What follows belongs to an exercise in optimizing a design on an open flow for small area, a short achievable clock period and few clock cycles per item; a production flow would make more cautious choices. At most, simulation tests tie the RTL to the original design; equivalence was not proved. Power figures rest on the tool's default switching activity, not on a simulated workload.

==> flow/design.v <==
module gf_addsub_lanes #(
    parameter int               WIDTH   = 32,
    parameter logic [WIDTH-1:0] MODULUS = 32'hec940e71,
    parameter int               LANES   = 4
) (
    input  logic                     i_clk,
    input  logic                     i_rst,
    input  logic                     i_valid,
    output logic                     o_ready,
    input  logic [1:0]               i_op,
    input  logic [LANES*WIDTH-1:0]   i_a,
    input  logic [LANES*WIDTH-1:0]   i_b,
    output logic                     o_valid,
    input  logic                     i_ready,
    output logic [LANES*WIDTH-1:0]   o_out,
    output logic [LANES-1:0]         o_err
);
    localparam int PREFIX_A = 1;
    localparam int PREFIX_B = 0;
    localparam int LOGW   = 5;   
    function automatic logic [WIDTH:0] carries(input logic [WIDTH-1:0] g,
                                               input logic [WIDTH-1:0] p,
                                               input logic             cin,
                                               input int               style);
        logic [WIDTH-1:0] gg, pp, gn, pn;
        gg    = g;
        pp    = p;
        gg[0] = g[0] | (p[0] & cin);
        if (style == 0) begin
            for (int l = 0; l < LOGW; l++) begin
                gn = gg;
                pn = pp;
                for (int i = 0; i < WIDTH; i++) begin
                    if ((i >> l) & 1) begin
                        gn[i] = gg[i] | (pp[i] & gg[((i >> l) << l) - 1]);
                        pn[i] = pp[i] & pp[((i >> l) << l) - 1];
                    end
                end
                gg = gn;
                pp = pn;
            end
        end else if (style == 1) begin
            for (int l = 0; l < LOGW; l++) begin
                for (int i = 0; i < WIDTH; i++) begin
                    if (((i + 1) % (2 << l)) == 0) begin
                        gg[i] = gg[i] | (pp[i] & gg[i - (1 << l)]);
                        pp[i] = pp[i] & pp[i - (1 << l)];
                    end
                end
            end
            for (int l = LOGW - 2; l >= 0; l--) begin
                for (int i = 0; i < WIDTH; i++) begin
                    if (((i + 1) % (2 << l)) == (1 << l) && i >= (2 << l)) begin
                        gg[i] = gg[i] | (pp[i] & gg[i - (1 << l)]);
                        pp[i] = pp[i] & pp[i - (1 << l)];
                    end
                end
            end
        end else begin
            for (int l = 0; l < LOGW; l++) begin
                gn = gg;
                pn = pp;
                for (int i = 0; i < WIDTH; i++) begin
                    if (i >= (1 << l)) begin
                        gn[i] = gg[i] | (pp[i] & gg[i - (1 << l)]);
                        pn[i] = pp[i] & pp[i - (1 << l)];
                    end
                end
                gg = gn;
                pp = pn;
            end
        end
        carries = {gg, cin};
    endfunction
    logic sub_c;
    assign sub_c = i_op[0] ^ i_op[1];
    logic [LANES-1:0][WIDTH-1:0] v_c;
    logic [LANES-1:0]            co_c;
    logic [LANES-1:0]            err_c;
    for (genvar k = 0; k < LANES; k++) begin : g_front
        logic [WIDTH-1:0] a, b, x, y, yi;
        logic [WIDTH:0]   c1;
        assign a = i_a[k*WIDTH +: WIDTH];
        assign b = i_b[k*WIDTH +: WIDTH];
        assign err_c[k] = (a >= MODULUS) | ((b >= MODULUS) & ~i_op[1]);
        assign x  = a & {WIDTH{~i_op[1]}};
        assign y  = i_op[1] ? a : b;
        assign yi = y ^ {WIDTH{sub_c}};
        assign c1      = carries(x & yi, x ^ yi, sub_c, PREFIX_A);
        assign v_c[k]  = ~(x ^ y) ^ c1[WIDTH-1:0];
        assign co_c[k] = c1[WIDTH];
    end
    logic [LANES-1:0][WIDTH-1:0] v_q;
    logic [LANES-1:0]            co_q;
    logic                        sub_q;
    assign o_ready = ~o_valid | i_ready;
    always_ff @(posedge i_clk) begin
        if (i_rst) begin
            o_valid <= 1'b0;
        end else if (o_ready) begin
            o_valid <= i_valid;
        end
    end
    always_ff @(posedge i_clk) begin
        if (o_ready) begin
            v_q   <= v_c;
            co_q  <= co_c;
            sub_q <= sub_c;
            o_err <= err_c;
        end
    end
    for (genvar k = 0; k < LANES; k++) begin : g_back
        logic [WIDTH-1:0] v, d;
        logic [WIDTH:0]   cw;
        logic             pick;
        assign v    = v_q[k];
        assign cw   = carries(v & MODULUS, v | MODULUS, 1'b0, PREFIX_B);
        assign d    = MODULUS ^ cw[WIDTH-1:0];
        assign pick = sub_q ? ~co_q[k] : (co_q[k] | ~cw[WIDTH]);
        assign o_out[k*WIDTH +: WIDTH] = v ^ {WIDTH{~sub_q}} ^ (d & {WIDTH{pick}});
    end
endmodule
Settings: LEC_CHECK=0, CAP_MARGIN=20, CORE_MARGIN=2, CORE_UTILIZATION=40, CTS_BUF_LIST=sky130_fd_sc_hd__clkbuf_4 sky130_fd_sc_hd__clkbuf_8, GPL_TIMING_DRIVEN=0, SETUP_SLACK_MARGIN=1.0, SLEW_MARGIN=20; clock period 5.5 ns.
standard.sh (not shown) runs the stock make flow with config.mk's settings and CLKGATE_MAP_FILE= SYNTH_SCRIPT=/design/flow/synth_recipe.tcl, a recipe that flattens the netlist after the stock synthesis.
==> flow/flow/run.sh <==
#!/bin/bash
# Layout flow: the standard ORFS flow (standard.sh) with these changes:
#  - the ports get plain sky130_fd_sc_hd__buf_1 buffers instead of delay cells;
#  - if flow/abc.script exists, synthesis maps the logic with that ABC script in place
#    of ORFS's speed script (everything else in the synthesis is the standard flow's own script);
#  - settings in flow/env.sh (if any) are exported before the flow runs.
# Each tool's full output goes to the ORFS logs under orfs/logs; make's own output
# goes to flow_make.log here.
set -euo pipefail
W=$(pwd)
export BUFFER_PORTS_ARGS="-buffer_cell sky130_fd_sc_hd__buf_1"
if [[ -f flow/env.sh ]]; then source flow/env.sh; fi
SYN=$W/synth_recipe.tcl
if [[ -f flow/abc.script ]]; then
  cat > $W/flow_synth.tcl <<EOT
proc abc {args} {
  set i [lsearch -exact \$args -script]
  if {\$i >= 0} { lset args [expr {\$i + 1}] $W/flow/abc.script }
  yosys abc {*}\$args
}
source $W/synth_recipe.tcl
EOT
  SYN=$W/flow_synth.tcl
fi
sed "s#SYNTH_SCRIPT=$W/synth_recipe.tcl#SYNTH_SCRIPT=$SYN#" standard.sh > flow_standard.sh
bash flow_standard.sh > flow_make.log 2>&1
Edit:
--- a/flow/design.v
+++ b/flow/design.v
@@ -71,10 +71,11 @@
             end
         end
         carries = {gg, cin};
     endfunction
-    logic sub_c;
+    logic sub_c, neg_c;
     assign sub_c = i_op[0] ^ i_op[1];
+    assign neg_c = i_op[1] & ~i_op[0];
     logic [LANES-1:0][WIDTH-1:0] v_c;
     logic [LANES-1:0]            co_c;
     logic [LANES-1:0]            err_c;
     for (genvar k = 0; k < LANES; k++) begin : g_front
@@ -82,10 +83,10 @@
         logic [WIDTH:0]   c1;
         assign a = i_a[k*WIDTH +: WIDTH];
         assign b = i_b[k*WIDTH +: WIDTH];
         assign err_c[k] = (a >= MODULUS) | ((b >= MODULUS) & ~i_op[1]);
-        assign x  = a & {WIDTH{~i_op[1]}};
-        assign y  = i_op[1] ? a : b;
+        assign x  = a & {WIDTH{~neg_c}};
+        assign y  = (a & {WIDTH{neg_c}}) | (b & {WIDTH{~i_op[1]}});
         assign yi = y ^ {WIDTH{sub_c}};
         assign c1      = carries(x & yi, x ^ yi, sub_c, PREFIX_A);
         assign v_c[k]  = ~(x ^ y) ^ c1[WIDTH-1:0];
         assign co_c[k] = c1[WIDTH];
After rerunning:
- area after synthesis shrinks by 1.9%
- non-clock buffer count decreases by 6
- flip-flop and latch count stays the same
- cell area goes down by 1.2%
- fmax shrinks by 3.5%
- total power rises by 17%
- clock power came out lower by 14%
- combinational power rose by 29%
- count of clock-buffer cells in the layout rose by 2
- synthesized cell count goes down by 2.6%
Testbench counts after the change, summed over its fixed seeds: cycles 12,008, items 12,000.
No functional check of the RTL was part of the first run of this note.

* * *

RTL: the design.v shown in full above, as it stands there.
export LEC_CHECK = 0
export CAP_MARGIN = 20
export CORE_MARGIN = 2
export CORE_UTILIZATION = 40
export GPL_TIMING_DRIVEN = 0
export SETUP_SLACK_MARGIN = 1.0
export SLEW_MARGIN = 20
create_clock -name core_clock -period 5.5 [get_ports {i_clk}]
Scripts as last shown in full above: flow/flow/run.sh
Change:
--- a/flow/design.v
+++ b/flow/design.v
@@ -72,23 +72,23 @@
         end
         carries = {gg, cin};
     endfunction
-    logic sub_c;
+    logic sub_c, cin_c, neg_c;
     assign sub_c = i_op[0] ^ i_op[1];
+    assign cin_c = i_op[0] & ~i_op[1];
+    assign neg_c = i_op[1] & ~i_op[0];
     logic [LANES-1:0][WIDTH-1:0] v_c;
     logic [LANES-1:0]            co_c;
     logic [LANES-1:0]            err_c;
     for (genvar k = 0; k < LANES; k++) begin : g_front
-        logic [WIDTH-1:0] a, b, x, y, yi;
+        logic [WIDTH-1:0] a, b, y;
         logic [WIDTH:0]   c1;
         assign a = i_a[k*WIDTH +: WIDTH];
         assign b = i_b[k*WIDTH +: WIDTH];
         assign err_c[k] = (a >= MODULUS) | ((b >= MODULUS) & ~i_op[1]);
-        assign x  = a & {WIDTH{~i_op[1]}};
-        assign y  = i_op[1] ? a : b;
-        assign yi = y ^ {WIDTH{sub_c}};
-        assign c1      = carries(x & yi, x ^ yi, sub_c, PREFIX_A);
-        assign v_c[k]  = ~(x ^ y) ^ c1[WIDTH-1:0];
-        assign co_c[k] = c1[WIDTH];
+        assign y = (b & {WIDTH{~i_op[1]}}) ^ {WIDTH{sub_c}};
+        assign c1      = carries(a & y, a ^ y, cin_c, PREFIX_A);
+        assign v_c[k]  = a ^ y ^ c1[WIDTH-1:0] ^ {WIDTH{~cin_c}};
+        assign co_c[k] = c1[WIDTH] ^ neg_c;
     end
     logic [LANES-1:0][WIDTH-1:0] v_q;
     logic [LANES-1:0]            co_q;
After rerunning: The changed run produced a clean layout; worst setup slack gets worse by 0.30 ns; clock skew is about the same; via count goes down by 12%; power goes up by 38%; combinational power goes up by 54%; cell area goes down by 1.7%; wire length goes down by 2.2%; global-route usage goes up by 1.1 points; non-clock buffer count goes up by 32; synthesized area goes down by 6.9%; hold slack gets better by 0.019 ns; clock power hardly moves; die area goes down by 6.8%.
Function was not checked in any run of this note: the RTL went through the layout flow alone.

* * *

## lane 5
gf_addsub_lanes, a different RTL version from the one above (not shown whole).
Size in the first run: roughly 2200 cells after synthesis, roughly 140 flip-flops, roughly 400 I/O pins, about 18000 sq um of cells after synthesis.
==> module gf_addsub_lanes, before the edit <==
module gf_addsub_lanes #(
    parameter int               WIDTH   = 32,
    parameter logic [WIDTH-1:0] MODULUS = 32'hec940e71,
    parameter int               LANES   = 4
) (
    input  logic                     i_clk,
    input  logic                     i_rst,
    input  logic                     i_valid,
    output logic                     o_ready,
    input  logic [1:0]               i_op,
    input  logic [LANES*WIDTH-1:0]   i_a,
    input  logic [LANES*WIDTH-1:0]   i_b,
    output logic                     o_valid,
    input  logic                     i_ready,
    output logic [LANES*WIDTH-1:0]   o_out,
    output logic [LANES-1:0]         o_err
);
    localparam int PREFIX_A = 1;
    localparam int PREFIX_B = 1;
    localparam int LOGW   = 5;   
    function automatic logic [WIDTH:0] carries(input logic [WIDTH-1:0] g,
                                               input logic [WIDTH-1:0] p,
                                               input logic             cin,
                                               input int               style);
        logic [WIDTH-1:0] gg, pp, gn, pn;
        gg    = g;
        pp    = p;
        gg[0] = g[0] | (p[0] & cin);
        if (style == 0) begin
            for (int l = 0; l < LOGW; l++) begin
                gn = gg;
                pn = pp;
                for (int i = 0; i < WIDTH; i++) begin
                    if ((i >> l) & 1) begin
                        gn[i] = gg[i] | (pp[i] & gg[((i >> l) << l) - 1]);
                        pn[i] = pp[i] & pp[((i >> l) << l) - 1];
                    end
                end
                gg = gn;
                pp = pn;
            end
        end else if (style == 1) begin
            for (int l = 0; l < LOGW; l++) begin
                for (int i = 0; i < WIDTH; i++) begin
                    if (((i + 1) % (2 << l)) == 0) begin
                        gg[i] = gg[i] | (pp[i] & gg[i - (1 << l)]);
                        pp[i] = pp[i] & pp[i - (1 << l)];
                    end
                end
            end
            for (int l = LOGW - 2; l >= 0; l--) begin
                for (int i = 0; i < WIDTH; i++) begin
                    if (((i + 1) % (2 << l)) == (1 << l) && i >= (2 << l)) begin
                        gg[i] = gg[i] | (pp[i] & gg[i - (1 << l)]);
                        pp[i] = pp[i] & pp[i - (1 << l)];
                    end
                end
            end
        end else begin
            for (int l = 0; l < LOGW; l++) begin
                gn = gg;
                pn = pp;
                for (int i = 0; i < WIDTH; i++) begin
                    if (i >= (1 << l)) begin
                        gn[i] = gg[i] | (pp[i] & gg[i - (1 << l)]);
                        pn[i] = pp[i] & pp[i - (1 << l)];
                    end
                end
                gg = gn;
                pp = pn;
            end
        end
        carries = {gg, cin};
    endfunction
    logic sub_c, neg_c;
    assign sub_c = i_op[0] ^ i_op[1];
    assign neg_c = i_op[1] & ~i_op[0];
    logic [LANES-1:0][WIDTH-1:0] v_c;
    logic [LANES-1:0]            co_c;
    logic [LANES-1:0]            err_c;
    for (genvar k = 0; k < LANES; k++) begin : g_front
        logic [WIDTH-1:0] a, b, x, y, yi;
        logic [WIDTH:0]   c1;
        assign a = i_a[k*WIDTH +: WIDTH];
        assign b = i_b[k*WIDTH +: WIDTH];
        assign err_c[k] = (a >= MODULUS) | ((b >= MODULUS) & ~i_op[1]);
        assign x  = a & {WIDTH{~neg_c}};
        assign y  = (a & {WIDTH{neg_c}}) | (b & {WIDTH{~i_op[1]}});
        assign yi = y ^ {WIDTH{sub_c}};
        assign c1      = carries(x & yi, x ^ yi, sub_c, PREFIX_A);
        assign v_c[k]  = ~(x ^ y) ^ c1[WIDTH-1:0];
        assign co_c[k] = c1[WIDTH];
    end
    logic [LANES-1:0][WIDTH-1:0] v_q;
    logic [LANES-1:0]            co_q;
    logic                        sub_q;
    assign o_ready = ~o_valid | i_ready;
    always_ff @(posedge i_clk) begin
        if (i_rst) begin
            o_valid <= 1'b0;
        end else if (o_ready) begin
            o_valid <= i_valid;
        end
    end
    always_ff @(posedge i_clk) begin
        if (o_ready) begin
            v_q   <= v_c;
            co_q  <= co_c;
            sub_q <= sub_c;
            o_err <= err_c;
        end
    end
    for (genvar k = 0; k < LANES; k++) begin : g_back
        logic [WIDTH-1:0] v, d;
        logic [WIDTH:0]   cw;
        logic             pick;
        assign v    = v_q[k];
        assign cw   = carries(v & MODULUS, v | MODULUS, 1'b0, PREFIX_B);
        assign d    = MODULUS ^ cw[WIDTH-1:0];
        assign pick = sub_q ? ~co_q[k] : (co_q[k] | ~cw[WIDTH]);
        assign o_out[k*WIDTH +: WIDTH] = v ^ {WIDTH{~sub_q}} ^ (d & {WIDTH{pick}});
    end
endmodule
export LEC_CHECK = 0
export CAP_MARGIN = 20
export CORE_MARGIN = 2
export CORE_UTILIZATION = 40
export GPL_TIMING_DRIVEN = 0
export SETUP_SLACK_MARGIN = 1.0
export SLEW_MARGIN = 20
create_clock -name core_clock -period 5.5 [get_ports {i_clk}]
Scripts as last shown in full above: flow/flow/run.sh
Lane 5 finished every step from synthesis to the final layout, and the layout passed the timing, DRC and antenna checks.
--- input diff lane 5..lane 1 ---
--- a/flow/design.v
+++ b/flow/design.v
@@ -12,13 +12,13 @@
     input  logic [LANES*WIDTH-1:0]   i_b,
     output logic                     o_valid,
     input  logic                     i_ready,
     output logic [LANES*WIDTH-1:0]   o_out,
     output logic [LANES-1:0]         o_err
 );
-    localparam int PREFIX_A = 1;
+    localparam int PREFIX_A = 0;
     localparam int PREFIX_B = 1;
     localparam int LOGW   = 5;   
     function automatic logic [WIDTH:0] carries(input logic [WIDTH-1:0] g,
                                                input logic [WIDTH-1:0] p,
                                                input logic             cin,
                                                input int               style);
### Flow results
Reg2reg setup slack (higher): lane 5. The run showing the smaller number of buffers outside the clock class in the layout is lane 1. NOTE: worst hold slack across all endpoints in lane 1 exceeds that of lane 5. Lane 1 ends up with a peak supply drop that is about 70% higher than in lane 5. On number of DRC markers after the initial detailed-route iteration: between lane 5 and lane 1, it ends up higher for lane 1. | placeable core region | lane 1 vs lane 5 | about 0.43% higher |. Re cell area: lane 1 is about 0.4% down on lane 5. Power share of the clock group down 2.2 points in lane 1 wrt lane 5. Against lane 5 as the reference, lane 1 delivers a lower final-layout non-clock buffer area share. Diff lane 5 -> lane 1: combinational share of power picked up an extra 2.5 points; met3 wire length rose by about 1.4%; well-tap cell count has remained practically unchanged.
No functional check of the RTL was part of any run of this note.

port drivers added, routing unchanged:
No port has a modelled driver above. Below, the same layouts with a new extraction and two added sets of constraints. Step 1 assumes that a clkbuf_16 drives the clock port and a buf_2 every other input. Step 2 times the ports against the registers' clock, not the clock port: input delays grow and output delays shrink by t, the midpoint of the rising clock arrivals with the driver on. a / b / c = ideal ports / drivers / drivers and shift; a / b = the first two.
| run | t (ns) | setup slack, ns | worst hold slack (ns) | latest minus earliest clock arrival (ns) | pins driven straight from the clock port |
|---|---|---|---|---|---|
| the first run of note 1 | 0.573 | 1.074 / 1.024 / 0.532 | 0.713 / 0.684 / 0.942 | 0.021 / 0.021 | 1 |
| the second run of note 1 | 0.567 | 0.911 / 0.858 / 0.628 | 0.743 / 0.718 / 0.960 | 0.019 / 0.020 | 1 |
| the first run of note 2 | 0.516 | 1.032 / 0.978 / 0.519 | 0.782 / 0.750 / 0.945 | 0.011 / 0.012 | 1 |
| the second run of note 2 | 0.487 | 0.736 / 0.684 / 0.197 | 0.801 / 0.771 / 1.045 | 0.015 / 0.014 | 1 |
| lane 5 | 0.548 | 0.734 / 0.677 / 0.334 | 0.752 / 0.717 / 0.959 | 0.015 / 0.015 | 1 |
| lane 1 | 0.506 | 0.981 / 0.924 / 0.497 | 0.811 / 0.798 / 1.052 | 0.013 / 0.013 | 1 |
After both steps every run listed still meets setup and hold. The setup slack of the first run of note 1, which loses most, moves by -0.050 ns with the drivers and by -0.542 ns with both steps.
